This design comes from an exercise in tuning for small area on the open sky130 flow, not from production work.
The RTL was checked by simulation tests, not by an equivalence proof against the original design.
Power is estimated from default activity; no workload was simulated.

## flow/run.sh

```bash
#!/bin/bash
# synth_recipe.tcl (not shown) runs the flow's synth.tcl, then flattens the netlist and writes it again
# the make line also repeats each setting of config.mk as NAME=value (left out here)
make -C /OpenROAD-flow-scripts/flow DESIGN_CONFIG=/design/flow/config.mk WORK_HOME=/design/flow/orfs CLKGATE_MAP_FILE= SYNTH_SCRIPT=/design/flow/synth_recipe.tcl finish
```

## flow/config.mk

```make
export PLATFORM = sky130hd
export DESIGN_NAME = core_top
export DESIGN_NICKNAME = core_top
export VERILOG_FILES = /design/flow/design.v
export SDC_FILE = /design/flow/constraint.sdc
export NUM_CORES = 4
export LEC_CHECK = 0
export CAP_MARGIN = 20
export CELL_PAD_IN_SITES_DETAIL_PLACEMENT = 1
export CELL_PAD_IN_SITES_GLOBAL_PLACEMENT = 2
export CORE_MARGIN = 2
export CORE_UTILIZATION = 35
export SLEW_MARGIN = 20
```

## flow/constraint.sdc

```tcl
create_clock -name core_clock -period 10.0 [get_ports {clk_i}]
set_input_delay 2.0000 -clock core_clock [delete_from_list [all_inputs] [get_ports {clk_i}]]
set_output_delay 2.0000 -clock core_clock [all_outputs]
set_load 0.01 [all_outputs]
```

## flow/design.v

```verilog
`default_nettype none
package core_pkg;
	localparam int XLEN       = 32;
	localparam int REG_ADDR_W = 5;
	localparam logic [XLEN-1:0] RESET_PC = 32'h0000_0000;
	localparam logic [2:0] F3_ADD_SUB = 3'b000;
	localparam logic [2:0] F3_XOR     = 3'b100;
	localparam logic [2:0] F3_OR      = 3'b110;
	localparam logic [2:0] F3_AND     = 3'b111;
	localparam logic [2:0] F3_WORD    = 3'b010;
	localparam logic [2:0] F3_BEQ     = 3'b000;
	localparam logic [2:0] F3_BNE     = 3'b001;
	localparam logic [6:0] F7_BASE    = 7'b000_0000;
	localparam logic [6:0] F7_SUB     = 7'b010_0000;
	typedef enum logic [6:0] {
		OPC_LUI    = 7'b011_0111,
		OPC_OP_IMM = 7'b001_0011,
		OPC_OP     = 7'b011_0011,
		OPC_LOAD   = 7'b000_0011,
		OPC_STORE  = 7'b010_0011,
		OPC_BRANCH = 7'b110_0011,
		OPC_JAL    = 7'b110_1111
	} opcode_e;
	typedef enum logic [2:0] {
		ALU_ADD,
		ALU_SUB,
		ALU_AND,
		ALU_OR,
		ALU_XOR,
		ALU_PASS_B
	} alu_op_e;
	typedef enum logic [1:0] {
		WAIT_INSTR,
		EXECUTE,
		WAIT_DATA
	} ctrl_state_e;
	typedef struct packed {
		alu_op_e               alu_op;
		logic [REG_ADDR_W-1:0] rs1;
		logic [REG_ADDR_W-1:0] rs2;
		logic [REG_ADDR_W-1:0] rd;
		logic [XLEN-1:0]       imm;
		logic                  reg_write;
		logic                  use_imm;
		logic                  is_load;
		logic                  is_store;
		logic                  is_branch;
		logic                  branch_on_ne;
		logic                  is_jal;
		logic                  illegal;
	} decoded_instr_t;
	typedef struct packed {
		logic            we;
		logic [XLEN-1:0] addr;
		logic [XLEN-1:0] wdata;
	} lsu_req_t;
	typedef struct packed {
		logic            req;
		logic            we;
		logic [XLEN-1:0] addr;
		logic [XLEN-1:0] wdata;
	} data_bus_req_t;
endpackage
`default_nettype wire
`default_nettype none
module alu (
	input  core_pkg::alu_op_e         op_i,
	input  logic [core_pkg::XLEN-1:0] a_i,
	input  logic [core_pkg::XLEN-1:0] b_i,
	output logic [core_pkg::XLEN-1:0] result_o,
	output logic            equal_o
);
	logic [core_pkg::XLEN-1:0] sum;
	logic [core_pkg::XLEN-1:0] diff;
	assign sum  = a_i + b_i;
	assign diff = a_i - b_i;
	always_comb begin
		case (op_i)
			core_pkg::ALU_ADD:    result_o = sum;
			core_pkg::ALU_SUB:    result_o = diff;
			core_pkg::ALU_AND:    result_o = a_i & b_i;
			core_pkg::ALU_OR:     result_o = a_i | b_i;
			core_pkg::ALU_XOR:    result_o = a_i ^ b_i;
			core_pkg::ALU_PASS_B: result_o = b_i;
			default:    result_o = '0;
		endcase
	end
	assign equal_o = (diff == '0);
endmodule
`default_nettype wire
`default_nettype none
module register_file (
	input  logic                  clk_i,
	input  logic                  rst_n_i,
	input  logic [core_pkg::REG_ADDR_W-1:0] raddr_a_i,
	input  logic [core_pkg::REG_ADDR_W-1:0] raddr_b_i,
	output logic [core_pkg::XLEN-1:0]       rdata_a_o,
	output logic [core_pkg::XLEN-1:0]       rdata_b_o,
	input  logic                  we_i,
	input  logic [core_pkg::REG_ADDR_W-1:0] waddr_i,
	input  logic [core_pkg::XLEN-1:0]       wdata_i
);
	logic [core_pkg::XLEN-1:0] regs_q [1:31];
	always_ff @(posedge clk_i or negedge rst_n_i) begin
		if (!rst_n_i) begin
			for (int i = 1; i < 32; i++) begin
				regs_q[i] <= '0;
			end
		end else if (we_i && waddr_i != '0) begin
			regs_q[waddr_i] <= wdata_i;
		end
	end
	assign rdata_a_o = (raddr_a_i == '0) ? '0 : regs_q[raddr_a_i];
	assign rdata_b_o = (raddr_b_i == '0) ? '0 : regs_q[raddr_b_i];
endmodule
`default_nettype wire
`default_nettype none
module decoder (
	input  logic [core_pkg::XLEN-1:0] instr_i,
	output core_pkg::decoded_instr_t  dec_o
);
	logic [6:0]      opcode;
	logic [2:0]      funct3;
	logic [6:0]      funct7;
	logic [core_pkg::XLEN-1:0] imm_i;
	logic [core_pkg::XLEN-1:0] imm_s;
	logic [core_pkg::XLEN-1:0] imm_b;
	logic [core_pkg::XLEN-1:0] imm_u;
	logic [core_pkg::XLEN-1:0] imm_j;
	assign opcode = instr_i[6:0];
	assign funct3 = instr_i[14:12];
	assign funct7 = instr_i[31:25];
	assign imm_i = {{20{instr_i[31]}}, instr_i[31:20]};
	assign imm_s = {{20{instr_i[31]}}, instr_i[31:25], instr_i[11:7]};
	assign imm_b = {{19{instr_i[31]}}, instr_i[31], instr_i[7], instr_i[30:25],
		instr_i[11:8], 1'b0};
	assign imm_u = {instr_i[31:12], 12'b0};
	assign imm_j = {{11{instr_i[31]}}, instr_i[31], instr_i[19:12], instr_i[20],
		instr_i[30:21], 1'b0};
	always_comb begin
		dec_o        = '0;
		dec_o.alu_op = core_pkg::ALU_ADD;
		dec_o.rs1    = instr_i[19:15];
		dec_o.rs2    = instr_i[24:20];
		dec_o.rd     = instr_i[11:7];
		case (opcode)
			core_pkg::OPC_LUI: begin
				dec_o.alu_op    = core_pkg::ALU_PASS_B;
				dec_o.imm       = imm_u;
				dec_o.use_imm   = 1'b1;
				dec_o.reg_write = 1'b1;
			end
			core_pkg::OPC_OP_IMM, core_pkg::OPC_OP: begin
				dec_o.imm       = imm_i;
				dec_o.use_imm   = (opcode == core_pkg::OPC_OP_IMM);
				dec_o.reg_write = 1'b1;
				case (funct3)
					core_pkg::F3_ADD_SUB: dec_o.alu_op = core_pkg::ALU_ADD;
					core_pkg::F3_XOR:     dec_o.alu_op = core_pkg::ALU_XOR;
					core_pkg::F3_OR:      dec_o.alu_op = core_pkg::ALU_OR;
					core_pkg::F3_AND:     dec_o.alu_op = core_pkg::ALU_AND;
					default:    dec_o.illegal = 1'b1;
				endcase
				if (opcode == core_pkg::OPC_OP) begin
					if (funct7 == core_pkg::F7_SUB && funct3 == core_pkg::F3_ADD_SUB) begin
						dec_o.alu_op = core_pkg::ALU_SUB;
					end else if (funct7 != core_pkg::F7_BASE) begin
						dec_o.illegal = 1'b1;
					end
				end
			end
			core_pkg::OPC_LOAD: begin
				dec_o.imm       = imm_i;
				dec_o.use_imm   = 1'b1;
				dec_o.is_load   = 1'b1;
				dec_o.reg_write = 1'b1;
				dec_o.illegal   = (funct3 != core_pkg::F3_WORD);
			end
			core_pkg::OPC_STORE: begin
				dec_o.imm      = imm_s;
				dec_o.use_imm  = 1'b1;
				dec_o.is_store = 1'b1;
				dec_o.illegal  = (funct3 != core_pkg::F3_WORD);
			end
			core_pkg::OPC_BRANCH: begin
				dec_o.alu_op       = core_pkg::ALU_SUB;
				dec_o.imm          = imm_b;
				dec_o.is_branch    = 1'b1;
				dec_o.branch_on_ne = (funct3 == core_pkg::F3_BNE);
				dec_o.illegal      = (funct3 != core_pkg::F3_BEQ) && (funct3 != core_pkg::F3_BNE);
			end
			core_pkg::OPC_JAL: begin
				dec_o.imm       = imm_j;
				dec_o.is_jal    = 1'b1;
				dec_o.reg_write = 1'b1;
			end
			default: dec_o.illegal = 1'b1;
		endcase
	end
endmodule
`default_nettype wire
`default_nettype none
module fetch_stage (
	input  logic            clk_i,
	input  logic            rst_n_i,
	input  logic            fetch_enable_i,
	input  logic            next_pc_valid_i,
	input  logic [core_pkg::XLEN-1:0] next_pc_i,
	output logic            instr_req_o,
	output logic [core_pkg::XLEN-1:0] instr_addr_o,
	input  logic            instr_gnt_i,
	input  logic            instr_rvalid_i,
	input  logic [core_pkg::XLEN-1:0] instr_rdata_i,
	output logic            instr_valid_o,
	output logic [core_pkg::XLEN-1:0] instr_o,
	output logic [core_pkg::XLEN-1:0] pc_o,
	output logic            fetch_busy_o
);
	logic [core_pkg::XLEN-1:0] pc_q;
	logic [core_pkg::XLEN-1:0] instr_q;
	logic            boot_q;
	logic            req_q;
	logic            wait_q;
	logic            exec_q;
	logic            valid_q;
	logic            idle;
	logic            launch;
	assign idle   = ~req_q & ~wait_q & ~exec_q;
	assign launch = fetch_enable_i & (idle | next_pc_valid_i);
	always_ff @(posedge clk_i or negedge rst_n_i) begin
		if (!rst_n_i) begin
			pc_q    <= core_pkg::RESET_PC;
			boot_q  <= 1'b1;
			req_q   <= 1'b0;
			wait_q  <= 1'b0;
			exec_q  <= 1'b0;
			valid_q <= 1'b0;
		end else begin
			valid_q <= 1'b0;
			if (next_pc_valid_i) begin
				pc_q   <= next_pc_i;
				exec_q <= 1'b0;
			end
			if (launch) begin
				req_q  <= 1'b1;
				boot_q <= 1'b0;
			end else if (req_q && instr_gnt_i) begin
				req_q  <= 1'b0;
				wait_q <= 1'b1;
			end
			if (wait_q && instr_rvalid_i) begin
				wait_q  <= 1'b0;
				exec_q  <= 1'b1;
				valid_q <= 1'b1;
			end
		end
	end
	always_ff @(posedge clk_i) begin
		if (wait_q && instr_rvalid_i) begin
			instr_q <= instr_rdata_i;
		end
	end
	assign instr_req_o   = req_q;
	assign instr_addr_o  = pc_q;
	assign instr_valid_o = valid_q;
	assign instr_o       = instr_q;
	assign pc_o          = pc_q;
	assign fetch_busy_o  = boot_q | ~idle;
endmodule
`default_nettype wire
`default_nettype none
module controller (
	input  logic                  clk_i,
	input  logic                  rst_n_i,
	input  logic                  instr_valid_i,
	input  logic [core_pkg::XLEN-1:0]       pc_i,
	input  core_pkg::decoded_instr_t        dec_i,
	output logic [core_pkg::REG_ADDR_W-1:0] rf_raddr_a_o,
	output logic [core_pkg::REG_ADDR_W-1:0] rf_raddr_b_o,
	input  logic [core_pkg::XLEN-1:0]       rs1_rdata_i,
	input  logic [core_pkg::XLEN-1:0]       rs2_rdata_i,
	input  logic [core_pkg::XLEN-1:0]       alu_result_i,
	input  logic                  alu_equal_i,
	output core_pkg::alu_op_e               alu_op_o,
	output logic [core_pkg::XLEN-1:0]       alu_a_o,
	output logic [core_pkg::XLEN-1:0]       alu_b_o,
	output logic                  lsu_start_o,
	output core_pkg::lsu_req_t              lsu_req_o,
	input  logic                  lsu_done_i,
	input  logic [core_pkg::XLEN-1:0]       lsu_rdata_i,
	output logic                  rf_we_o,
	output logic [core_pkg::REG_ADDR_W-1:0] rf_waddr_o,
	output logic [core_pkg::XLEN-1:0]       rf_wdata_o,
	output logic                  next_pc_valid_o,
	output logic [core_pkg::XLEN-1:0]       next_pc_o
);
	core_pkg::ctrl_state_e     state_q;
	core_pkg::ctrl_state_e     state_d;
	core_pkg::decoded_instr_t  dec_q;
	logic            legal;
	logic            is_mem;
	logic            taken;
	logic [core_pkg::XLEN-1:0] pc_plus4;
	logic [core_pkg::XLEN-1:0] target;
	assign legal    = ~dec_q.illegal;
	assign is_mem   = legal & (dec_q.is_load | dec_q.is_store);
	assign pc_plus4 = pc_i + 32'd4;
	assign target   = pc_i + dec_q.imm;
	assign taken    = legal & (dec_q.is_jal |
		(dec_q.is_branch & (alu_equal_i ^ dec_q.branch_on_ne)));
	assign rf_raddr_a_o = dec_q.rs1;
	assign rf_raddr_b_o = dec_q.rs2;
	assign alu_op_o = dec_q.alu_op;
	assign alu_a_o  = rs1_rdata_i;
	assign alu_b_o  = dec_q.use_imm ? dec_q.imm : rs2_rdata_i;
	assign lsu_start_o     = (state_q == core_pkg::EXECUTE) & is_mem;
	assign lsu_req_o.we    = dec_q.is_store;
	assign lsu_req_o.addr  = alu_result_i;
	assign lsu_req_o.wdata = rs2_rdata_i;
	always_comb begin
		state_d         = state_q;
		next_pc_valid_o = 1'b0;
		case (state_q)
			core_pkg::WAIT_INSTR: begin
				if (instr_valid_i) begin
					state_d = core_pkg::EXECUTE;
				end
			end
			core_pkg::EXECUTE: begin
				if (is_mem) begin
					state_d = core_pkg::WAIT_DATA;
				end else begin
					next_pc_valid_o = 1'b1;
					state_d         = core_pkg::WAIT_INSTR;
				end
			end
			core_pkg::WAIT_DATA: begin
				if (lsu_done_i) begin
					next_pc_valid_o = 1'b1;
					state_d         = core_pkg::WAIT_INSTR;
				end
			end
			default: state_d = core_pkg::WAIT_INSTR;
		endcase
	end
	assign next_pc_o = taken ? target : pc_plus4;
	assign rf_we_o    = next_pc_valid_o & legal & dec_q.reg_write;
	assign rf_waddr_o = dec_q.rd;
	assign rf_wdata_o = dec_q.is_load ? lsu_rdata_i :
		dec_q.is_jal ? pc_plus4 : alu_result_i;
	always_ff @(posedge clk_i or negedge rst_n_i) begin
		if (!rst_n_i) begin
			state_q <= core_pkg::WAIT_INSTR;
		end else begin
			state_q <= state_d;
		end
	end
	always_ff @(posedge clk_i) begin
		if (state_q == core_pkg::WAIT_INSTR && instr_valid_i) begin
			dec_q <= dec_i;
		end
	end
endmodule
`default_nettype wire
`default_nettype none
module load_store_unit (
	input  logic            clk_i,
	input  logic            rst_n_i,
	input  logic            lsu_start_i,
	input  core_pkg::lsu_req_t        lsu_req_i,
	output logic            lsu_done_o,
	output logic [core_pkg::XLEN-1:0] lsu_rdata_o,
	output core_pkg::data_bus_req_t   bus_o,
	input  logic            data_gnt_i,
	input  logic            data_rvalid_i,
	input  logic [core_pkg::XLEN-1:0] data_rdata_i,
	output logic            lsu_busy_o
);
	core_pkg::lsu_req_t        req_data_q;
	logic [core_pkg::XLEN-1:0] rdata_q;
	logic            req_q;
	logic            wait_q;
	logic            done_q;
	always_ff @(posedge clk_i or negedge rst_n_i) begin
		if (!rst_n_i) begin
			req_q  <= 1'b0;
			wait_q <= 1'b0;
			done_q <= 1'b0;
		end else begin
			done_q <= 1'b0;
			if (lsu_start_i) begin
				req_q <= 1'b1;
			end else if (req_q && data_gnt_i) begin
				req_q  <= 1'b0;
				wait_q <= 1'b1;
			end
			if (wait_q && data_rvalid_i) begin
				wait_q <= 1'b0;
				done_q <= 1'b1;
			end
		end
	end
	always_ff @(posedge clk_i) begin
		if (lsu_start_i) begin
			req_data_q <= lsu_req_i;
		end
		if (wait_q && data_rvalid_i) begin
			rdata_q <= data_rdata_i;
		end
	end
	assign bus_o.req   = req_q;
	assign bus_o.we    = req_data_q.we;
	assign bus_o.addr  = req_data_q.addr;
	assign bus_o.wdata = req_data_q.wdata;
	assign lsu_done_o  = done_q;
	assign lsu_rdata_o = rdata_q;
	assign lsu_busy_o  = req_q | wait_q;
endmodule
`default_nettype wire
`default_nettype none
module core_top (
	input  logic            clk_i,
	input  logic            rst_n_i,
	input  logic            fetch_enable_i,
	output logic            instr_req_o,
	output logic [core_pkg::XLEN-1:0] instr_addr_o,
	input  logic            instr_gnt_i,
	input  logic            instr_rvalid_i,
	input  logic [core_pkg::XLEN-1:0] instr_rdata_i,
	output logic            data_req_o,
	output logic            data_we_o,
	output logic [core_pkg::XLEN-1:0] data_addr_o,
	output logic [core_pkg::XLEN-1:0] data_wdata_o,
	input  logic            data_gnt_i,
	input  logic            data_rvalid_i,
	input  logic [core_pkg::XLEN-1:0] data_rdata_i,
	output logic            core_busy_o
);
	logic                  instr_valid;
	logic [core_pkg::XLEN-1:0]       instr;
	logic [core_pkg::XLEN-1:0]       pc;
	logic                  fetch_busy;
	logic                  next_pc_valid;
	logic [core_pkg::XLEN-1:0]       next_pc;
	core_pkg::decoded_instr_t        dec;
	logic [core_pkg::REG_ADDR_W-1:0] rf_raddr_a;
	logic [core_pkg::REG_ADDR_W-1:0] rf_raddr_b;
	logic [core_pkg::XLEN-1:0]       rf_rdata_a;
	logic [core_pkg::XLEN-1:0]       rf_rdata_b;
	logic                  rf_we;
	logic [core_pkg::REG_ADDR_W-1:0] rf_waddr;
	logic [core_pkg::XLEN-1:0]       rf_wdata;
	core_pkg::alu_op_e               alu_op;
	logic [core_pkg::XLEN-1:0]       alu_a;
	logic [core_pkg::XLEN-1:0]       alu_b;
	logic [core_pkg::XLEN-1:0]       alu_result;
	logic                  alu_equal;
	logic                  lsu_start;
	core_pkg::lsu_req_t              lsu_req;
	logic                  lsu_done;
	logic [core_pkg::XLEN-1:0]       lsu_rdata;
	logic                  lsu_busy;
	core_pkg::data_bus_req_t         data_bus;
	fetch_stage u_fetch_stage (
		.clk_i           (clk_i),
		.rst_n_i         (rst_n_i),
		.fetch_enable_i  (fetch_enable_i),
		.next_pc_valid_i (next_pc_valid),
		.next_pc_i       (next_pc),
		.instr_req_o     (instr_req_o),
		.instr_addr_o    (instr_addr_o),
		.instr_gnt_i     (instr_gnt_i),
		.instr_rvalid_i  (instr_rvalid_i),
		.instr_rdata_i   (instr_rdata_i),
		.instr_valid_o   (instr_valid),
		.instr_o         (instr),
		.pc_o            (pc),
		.fetch_busy_o    (fetch_busy)
	);
	decoder u_decoder (
		.instr_i (instr),
		.dec_o   (dec)
	);
	controller u_controller (
		.clk_i           (clk_i),
		.rst_n_i         (rst_n_i),
		.instr_valid_i   (instr_valid),
		.pc_i            (pc),
		.dec_i           (dec),
		.rf_raddr_a_o    (rf_raddr_a),
		.rf_raddr_b_o    (rf_raddr_b),
		.rs1_rdata_i     (rf_rdata_a),
		.rs2_rdata_i     (rf_rdata_b),
		.alu_result_i    (alu_result),
		.alu_equal_i     (alu_equal),
		.alu_op_o        (alu_op),
		.alu_a_o         (alu_a),
		.alu_b_o         (alu_b),
		.lsu_start_o     (lsu_start),
		.lsu_req_o       (lsu_req),
		.lsu_done_i      (lsu_done),
		.lsu_rdata_i     (lsu_rdata),
		.rf_we_o         (rf_we),
		.rf_waddr_o      (rf_waddr),
		.rf_wdata_o      (rf_wdata),
		.next_pc_valid_o (next_pc_valid),
		.next_pc_o       (next_pc)
	);
	alu u_alu (
		.op_i     (alu_op),
		.a_i      (alu_a),
		.b_i      (alu_b),
		.result_o (alu_result),
		.equal_o  (alu_equal)
	);
	register_file u_register_file (
		.clk_i     (clk_i),
		.rst_n_i   (rst_n_i),
		.raddr_a_i (rf_raddr_a),
		.raddr_b_i (rf_raddr_b),
		.rdata_a_o (rf_rdata_a),
		.rdata_b_o (rf_rdata_b),
		.we_i      (rf_we),
		.waddr_i   (rf_waddr),
		.wdata_i   (rf_wdata)
	);
	load_store_unit u_load_store_unit (
		.clk_i         (clk_i),
		.rst_n_i       (rst_n_i),
		.lsu_start_i   (lsu_start),
		.lsu_req_i     (lsu_req),
		.lsu_done_o    (lsu_done),
		.lsu_rdata_o   (lsu_rdata),
		.bus_o         (data_bus),
		.data_gnt_i    (data_gnt_i),
		.data_rvalid_i (data_rvalid_i),
		.data_rdata_i  (data_rdata_i),
		.lsu_busy_o    (lsu_busy)
	);
	assign data_req_o   = data_bus.req;
	assign data_we_o    = data_bus.we;
	assign data_addr_o  = data_bus.addr;
	assign data_wdata_o = data_bus.wdata;
	assign core_busy_o = fetch_busy | lsu_busy;
endmodule
`default_nettype wire
```

==> results by group <==
Detailed routing
  – Drt pass-1 iters: 7
  – 1st-iter DRT viols: 9,409
  – Drc violations: 0
  – Vias/cell: 6.66
  – Antenna Violating Nets Remaining: 0
  – DR WL/cell: approximately 41 um
  – Vias: 63.3k
  – Final WL: 394,000 um

Synthesis
  – Synth Instances: 6,996
  – Area leader, netlist: dfrtp_1
  – Post-synth top area share: ~40%
  – Ys flop type: dfrtp_1
  – Number of enable flip-flop cells after synthesis: approximately 190
  – Sequential area share after synthesis: 49.3%
  – FFs w/ async S/R, synth: 84.7%
  – Syn. warnings: 7
  – Post-synth cell types: 89
  – Area contributors post-synth: dfrtp_1, edfxtp_1, a22oi_1, o21ai_0, nand2_1
  – Average cell area after synthesis: around 9.1 sq um
  – Post-synthesis cell area: 0.0639 sq mm
  – Syn Nets: around 7.2k
  – Post-synthesis register bit count: ~1.2k

Global route
  – First-pass GRT wire length: 534,000 um
  – Pin count of the biggest net entering global routing: 157
  – GRT Residual Overflow: 0
  – Antenna violations before repair: 27
  – Vias in the first global route: 61.2k
  – Tot GR Track Use: 41.5%

Layout
  – Filler Cells Inserted: 20.4k
  – Finished Cell Area: 0.0745 sq mm
  – Fin cells: 9,504
  – Layout Nets: 7,219
  – Area Overhead vs Synth: 16.7%
  – Share of layout cells above drive strength 1: 10.8%
  – Commonest non-fill, non-tap cells in the layout: dfrtp_1, nand2_1, o21ai_0, a22oi_1, nor2_1
  – Commonest non-fill, non-tap cell in the layout: dfrtp_1

STA
  – Max Slew Vio Count: 0
  – Tcrit/Tclk final: 92.7%
  – Final hold violations: 0
  – Worst relative slew slack: 14.3%
  – Worst-margin pin slew: around 1.2 ns
  – Worst setup margin: 0.725 ns
  – TNS Setup: 0 ns
  – Fmax: 0.108 GHz
  – RSZ-0062 raised after global routing: false
  – Finish-stage setup viols: 0
  – Post-route clock skew: ~0.036 ns
  – Post-route minimum period: 9.27 ns

Worst hold path
  – Hold endpoint: u_controller.dec_q[42]$_DFFE_PP_
  – Hold Crit Start: u_fetch_stage.instr_q[9]$_DFFE_PP_
  – Hold Crit Class: register to register
  – Worst hold path cell count: 0

Placement
  – Detailed placement HPWL: 261,000 um
  – Cells after DPL: 9,234
  – Port-buffer cells: 170
  – Placed inst area: 0.0696 sq mm
  – RePlAce Congestion: approximately 1
  – Pre-CTS setup slack: 1.17 ns

Setup path
  – Worst Path Max Fanout: 17
  – CP Capture Type: register
  – CP bufs+invs: 5
  – Crit Path Class: register to register
  – Critical path arrival: 10.01 ns
  – Reg2reg start: u_controller.dec_q[49]$_DFFE_PP_
  – Crit start category: register
  – R2R Path End: u_fetch_stage.pc_q[25]$_DFFE_PN0P_
  – Worst Reg2Reg Path Length in Cells: 24
  – Critical path, cell by cell: buf_4 > nand2_1 > nor2_4 > buf_4 > a22oi_1 > nand4_1 > nor4_1 > nor2_1 > mux2i_1 > inv_1 > ha_1 > inv_1 > nand2_1 > nor4_1 > nor2_1 > o2bb2ai_1 > o211ai_1 > nand4b_1 > nor4_2 > nand4_1 > a21oi_4 > buf_4 > mux2_1 > o21ai_1
  – Cell family with most CP delay: simple AND/OR/NAND/NOR gates
  – Slowest cell on crit path: a21oi_4
  – R2r setup slk: between 0.7 and 0.8 ns
  – CP peak stage delay: 0.76 ns
  – CP required: 10.74 ns
  – Critical Path Most Common Cell: buf_4

Clock network
  – CTS tree: built
  – Total CTS buffers: 147
  – Clk root buf: clkbuf_16
  – Max H-tree Level: 4
  – Post-CTS Setup Bufs: 0
  – Worst-Skew Late Latency: 0.83 ns
  – Hold-fix buffers, CTS: 0
  – Clock Tree Buf Depth: 3
  – Reg clk slew, reported paths: ~0.060 ns
  – Post_cts resized: 0
  – CTS sink cnt: 1,221

Floorplanning
  – Ports: 171
  – Effective utilization at floorplan: 35.3%
  – Die X-Extent: ~430 um
  – Chip height: 431 um
  – Core area: 0.181 sq mm
  – Site Rows: 156
  – Die area: 0.186 sq mm

Job
  – Maxcap violations: 0

Run status
  – Outcome: complete, no violations

Power
  – Leakage power: 31.6 nW
  – Peak VDD IR: 153 uV
  – Overall power: 14.9 mW
  – Pwr dens: 200 mW/mm^2
==> worst max path at each step <==
| stage | start | endpoint | slack, ns | cells past startpoint |
|---|---|---|---|---|
| after floorplan | u_controller.dec_q[48]$_DFFE_PP_ | u_fetch_stage.pc_q[25]$_DFFE_PN0P_ | 3.77 | 25 |
| after global placement | u_controller.dec_q[49]$_DFFE_PP_ | u_fetch_stage.pc_q[25]$_DFFE_PN0P_ | 1.26 | 24 |
| after detailed placement | u_controller.dec_q[49]$_DFFE_PP_ | u_fetch_stage.pc_q[25]$_DFFE_PN0P_ | 1.17 | 24 |
| after CTS | u_controller.dec_q[49]$_DFFE_PP_ | u_fetch_stage.pc_q[25]$_DFFE_PN0P_ | 1.11 | 24 |
| after global routing | u_controller.dec_q[49]$_DFFE_PP_ | u_fetch_stage.pc_q[8]$_DFFE_PN0P_ | 0.65 | 23 |
| final | u_controller.dec_q[49]$_DFFE_PP_ | u_fetch_stage.pc_q[25]$_DFFE_PN0P_ | 0.73 | 24 |
==> flip-flops by register name, indices dropped and copies added, names as in the netlist, 2 cells and up <==
signal	cells
u_register_file.regs_q	992
u_load_store_unit.req_data_q	65
u_controller.dec_q	58
u_fetch_stage.instr_q	32
u_fetch_stage.pc_q	32
u_load_store_unit.rdata_q	32
u_controller.state_q	2
==> report_power, final <==
group / internal [mW] / switching [mW] / total (mW)
Sequential: 5.37 / 0.430 / 5.80
Combinational: 1.07 / 2.47 / 3.54
Clock: 3.22 / 2.33 / 5.55
Total: 9.65 / 5.23 / 14.9
==> area by class of cell <==
type	instances	area, sq um	share of cell area (%)
flip-flops and latches	1221	31500	42.3
inverters	136	512	0.687
diodes	6	15.0	0.0201
clock inverters	46	443	0.594
well taps	2370	2970	3.98
repair buffers	478	4390	5.89
clock buffers	216	4400	5.90
multi-input cells	5031	30300	40.7
==> metal layers <==
metal  vias up  wire (um)  GRT usage (%)
li1      25700          -              -
met1     32500     163000           56.1
met2      3961     164000           60.1
met3      1185      38500           10.3
met4        24      27900           24.3
met5         -        210              0
==> kinds of logic after synthesis <==
| logic type | after synthesis | synth area share (%) |
|---|---|---|
| xor+xnor | 97 | 1.33 |
| fa+ha+maj | 133 | 2.64 |
| simple gates | 2103 | 14.5 |
| compound gates | 2588 | 25.9 |
| buf+inv | 744 | 4.49 |
| flops | 1221 | 49.3 |
| mux | 110 | 1.85 |
==> cells in the mapped netlist, types with 15 or more instances <==
master     number
a222oi_1       53
o21ai_0       725
a21o_1         59
xor2_1         28
inv_1         132
a22oi_1       693
and2_1         30
nand4_1       111
o21a_1         17
ha_1          130
a211oi_1       15
nor4_1         31
and3_1         39
xnor2_1        69
mux2i_1        64
buf_2          41
o22ai_1        24
a2bb2oi_1      17
nand2b_1       32
a31oi_1        53
a22o_1         79
nor3_1         69
o21bai_1       19
a221oi_1       67
o211ai_1       18
nand2_1       828
nand3_1       191
clkbuf_1      526
edfxtp_1      187
a21oi_1       603
nor2_1        656
mux2_2         40
a221o_1        22
nor2b_1        31
buf_1          37
dfrtp_1      1033
==> through the flow <==
| step | utilization, % | hold WS [ns] |
|---|---|---|
| finish | 41.2 | 0.471 |
| global route | 41.2 | 0.483 |
| CTS | 41.2 | 0.468 |
| detailed placement | 38.5 | 0.454 |
| global placement | 38.5 | 0.439 |
| floorplan | - | 0.427 |

[port drivers added, routing unchanged]
The flow's constraints put no driver on any port. The routed layout listed below was extracted and timed again, unchanged, in two steps.
Step 1 (the two cells are an assumption about what drives the block):
set clk [get_ports {clk_i}]
set_driving_cell -lib_cell sky130_fd_sc_hd__clkbuf_16 $clk
set_driving_cell -lib_cell sky130_fd_sc_hd__buf_2 [delete_from_list [all_inputs] $clk]
Step 2 moves the port delays by t, midway between the first and last clock arrival at a register: inputs arrive t later, outputs are due t later. That takes back most of the time a late clock gives input paths.
a / b / c = no drivers / after step 1 / after step 2; a / b = the first two.
t, ns: 0.904
setup WS [ns]: 0.725 / 0.725 / 0.725
worst setup path at the end: register to register
After both steps setup and hold are still met in this run. For this run, drivers alone change the setup slack by 0.000 ns; drivers and shift together by 0.000 ns.
